What follows belongs to an exercise in optimizing a design on an open flow for small area; a production flow would make more cautious choices.
Function was checked by simulation only, so behaviour that the tests miss may differ from the original.
No driver is modelled on the clock port, so clocking that relies on it looks cheaper here than on a real chip.

Setup of the previous run:
// cpuTop
module cpuTop (
  input  logic        clk,
  input  logic        reset,
  input  logic [15:0] instr,
  input  logic [15:0] memRdata,
  output logic [15:0] pc,
  output logic [15:0] memAddr,
  output logic [15:0] memWdata,
  output logic        memWrite,
  output logic        memEn
);
clock: 11.0 ns
lec_check: 0
cap_margin: 20
core_margin: 2
core_utilization: 40
slew_margin: 20
synth_hierarchical: 1
standard.sh (not shown) runs the stock make flow with config.mk's settings and CLKGATE_MAP_FILE= SYNTH_SCRIPT=/design/flow/synth_recipe.tcl, a recipe that flattens the netlist after the stock synthesis.
==> flow/flow/run.sh <==
#!/bin/bash
# Own flow: the standard layout (standard.sh, with its standard
# synthesis unchanged) with three settings passed through ORFS's own
# variables:
#  - port buffers are the smallest buffer, sky130_fd_sc_hd__buf_1 (every
#    input and output port still gets its own buffer);
#  - clock tree synthesis uses clkbuf_8 clusters and adds no dummy loads;
#  - before global routing, logic cells with timing to spare are swapped
#    for smaller cells of the same function (flow/downsize.tcl); global
#    routing's repair steps then run as usual.
# make's full output goes to flow.log here; ORFS keeps each step's log under
# orfs/logs/.
set -euo pipefail
export BUFFER_PORTS_ARGS="-buffer_cell sky130_fd_sc_hd__buf_1"
export CTS_ARGS="-sink_clustering_enable -repair_clock_nets -dont_use_dummy_load -buf_list sky130_fd_sc_hd__clkbuf_8 -sink_clustering_size 20 -sink_clustering_max_diameter 60"
export PRE_GLOBAL_ROUTE_TCL="$PWD/flow/downsize.tcl"
bash standard.sh > flow.log 2>&1
==> flow/flow/downsize.tcl <==
# Sourced by ORFS before global routing (PRE_GLOBAL_ROUTE_TCL). Global
# routing's own repair_design and repair_timing run after this and fix any
# slew, capacitance or timing it leaves; its detailed placement legalises
# the resized cells.
estimate_parasitics -placement
# Greedy downsizing: swap each logic cell for the smallest cell of the same
# family (same name up to the drive suffix, so the same function and pins)
# when setup slack stays above a margin and no max slew or capacitance
# limit is broken. Clock tree cells and port buffers are left alone.
set ds_margin 0.3e-9
set db [ord::get_db]
set block [ord::get_db_block]
set dont_use {}
if { [info exists ::env(DONT_USE_CELLS)] } { set dont_use $::env(DONT_USE_CELLS) }
array set fam {}
foreach lib [$db getLibs] {
  foreach m [$lib getMasters] {
    set n [$m getName]
    if { [regexp {^(sky130_fd_sc_hd__[a-z0-9]+(?:_[a-z][a-z0-9]*)*)_([0-9]+)$} $n -> base sz] } {
      if { [lsearch -exact $dont_use $n] < 0 } { lappend fam($base) $m }
    }
  }
}
proc ds_area { m } { return [expr { double([$m getWidth]) * [$m getHeight] }] }
proc ds_ok { margin } {
  if { [sta::worst_slack_cmd max] < $margin } { return 0 }
  if { [sta::max_slew_violation_count] > 0 } { return 0 }
  if { [sta::max_capacitance_violation_count] > 0 } { return 0 }
  return 1
}
set saved 0.0
set swaps 0
foreach inst [$block getInsts] {
  set m [$inst getMaster]
  set n [$m getName]
  set iname [$inst getName]
  if { [$inst isFixed] } { continue }
  if { [regexp {clkbuf|clkinv|clkdly|dlygate|tapvpwr|fill|decap|conb|df|dl|sdf|edf} $n] } { continue }
  if { [regexp {^(input|output)[0-9]+$} $iname] } { continue }
  if { ![regexp {^(sky130_fd_sc_hd__[a-z0-9]+(?:_[a-z][a-z0-9]*)*)_([0-9]+)$} $n -> base sz] } { continue }
  if { ![info exists fam($base)] } { continue }
  set cur [ds_area $m]
  set cands {}
  foreach c $fam($base) {
    if { [ds_area $c] < $cur } { lappend cands [list [ds_area $c] $c] }
  }
  foreach pair [lsort -real -index 0 $cands] {
    set c [lindex $pair 1]
    replace_cell $iname [$c getName]
    if { [ds_ok $ds_margin] } {
      set saved [expr { $saved + $cur - [lindex $pair 0] }]
      incr swaps
      break
    }
    replace_cell $iname $n
  }
}
puts "downsize: $swaps cells swapped, [expr {$saved / 1e6}] um2 saved"
The previous run did not run to completion, as it errored out during global routing.
> inputs changed (the previous run -> the current run)
--- a/flow/flow/run.sh
+++ b/flow/flow/run.sh
@@ -6,5 +6,5 @@
 #    input and output port still gets its own buffer);
 #  - clock tree synthesis uses clkbuf_8 clusters and adds no dummy loads;
-#  - before global routing, logic cells with timing to spare are swapped
+#  - after clock tree synthesis, logic cells with timing to spare are swapped
 #    for smaller cells of the same function (flow/downsize.tcl); global
 #    routing's repair steps then run as usual.
@@ -14,4 +14,4 @@
 export BUFFER_PORTS_ARGS="-buffer_cell sky130_fd_sc_hd__buf_1"
 export CTS_ARGS="-sink_clustering_enable -repair_clock_nets -dont_use_dummy_load -buf_list sky130_fd_sc_hd__clkbuf_8 -sink_clustering_size 20 -sink_clustering_max_diameter 60"
-export PRE_GLOBAL_ROUTE_TCL="$PWD/flow/downsize.tcl"
+export POST_CTS_TCL="$PWD/flow/downsize.tcl"
 bash standard.sh > flow.log 2>&1
--- a/flow/flow/downsize.tcl
+++ b/flow/flow/downsize.tcl
@@ -1,6 +1,6 @@
-# Sourced by ORFS before global routing (PRE_GLOBAL_ROUTE_TCL). Global
-# routing's own repair_design and repair_timing run after this and fix any
-# slew, capacitance or timing it leaves; its detailed placement legalises
-# the resized cells.
+# Sourced by ORFS at the end of clock tree synthesis (POST_CTS_TCL), before
+# the CTS result is written. Global routing's own repair_design and
+# repair_timing run later, in their own step, and fix any slew, capacitance
+# or timing this leaves.
 estimate_parasitics -placement
 # Greedy downsizing: swap each logic cell for the smallest cell of the same
@@ -8,5 +8,5 @@
 # when setup slack stays above a margin and no max slew or capacitance
 # limit is broken. Clock tree cells and port buffers are left alone.
-set ds_margin 0.3e-9
+set ds_margin 0.15e-9
 set db [ord::get_db]
 set block [ord::get_db_block]
@@ -57,2 +57,4 @@
 }
 puts "downsize: $swaps cells swapped, [expr {$saved / 1e6}] um2 saved"
+detailed_placement
+check_placement -verbose
--- a/flow/config.mk
+++ b/flow/config.mk
@@ -8,5 +8,5 @@
 export CAP_MARGIN = 20
 export CORE_MARGIN = 2
-export CORE_UTILIZATION = 40
+export CORE_UTILIZATION = 65
 export SLEW_MARGIN = 20
 export SYNTH_HIERARCHICAL = 1
Findings:
The current run completed end to end with timing, DRC and antenna clean.
The weighted congestion reported at the end of routability-driven placement of the current run is higher than that of the previous run.
Reported for the current run and the previous run, sequential-to-total area share from yosys stat turned out identical to the last digit.
The previous run has lower effective utilization at floorplan than the current run.
Of the current run and the previous run, the previous run shows the higher setup slack at placement, with the current run below it.
Cell row count of the current run falls short of that of the previous run by more than 10%.
Comparing the previous run against the current run, there is no change at all in post-synthesis instance area.
Looking at floorplan die height, the current run sits about 20% lower than the previous run does.
The current run against the previous run: number of clock sinks seen by CTS flat; synthesized-area fraction occupied by ao, oa, aoi and oai cells flat; die extent in x down 36 um.

==> afterwards: timing with drivers on the ports <==
The flow's constraints put no driver on any port. The routed layout listed below was extracted and timed again, unchanged, in two steps.
Step 1 sets driving cells, clkbuf_16 on the clock port and buf_2 on the other inputs (assumed; they add their load-dependent delay and slew).
Step 2 times the ports against the registers' clock, not the clock port: input delays grow and output delays shrink by t, the midpoint of the rising clock arrivals with the driver on.
Three values: ideal ports, drivers, drivers and shift; two values: the first two.
run: the current run
t, ns: 0.574
slack for setup (ns): 0.366 / 0.384 / -0.190
worst setup path after step 2: input to register
worst data-port slew with drivers (ns): 0.08
With both steps, setup timing fails in the current run, where it was met with ideal ports. The setup slack of the current run moves by +0.018 ns with the drivers and by -0.556 ns with both steps.
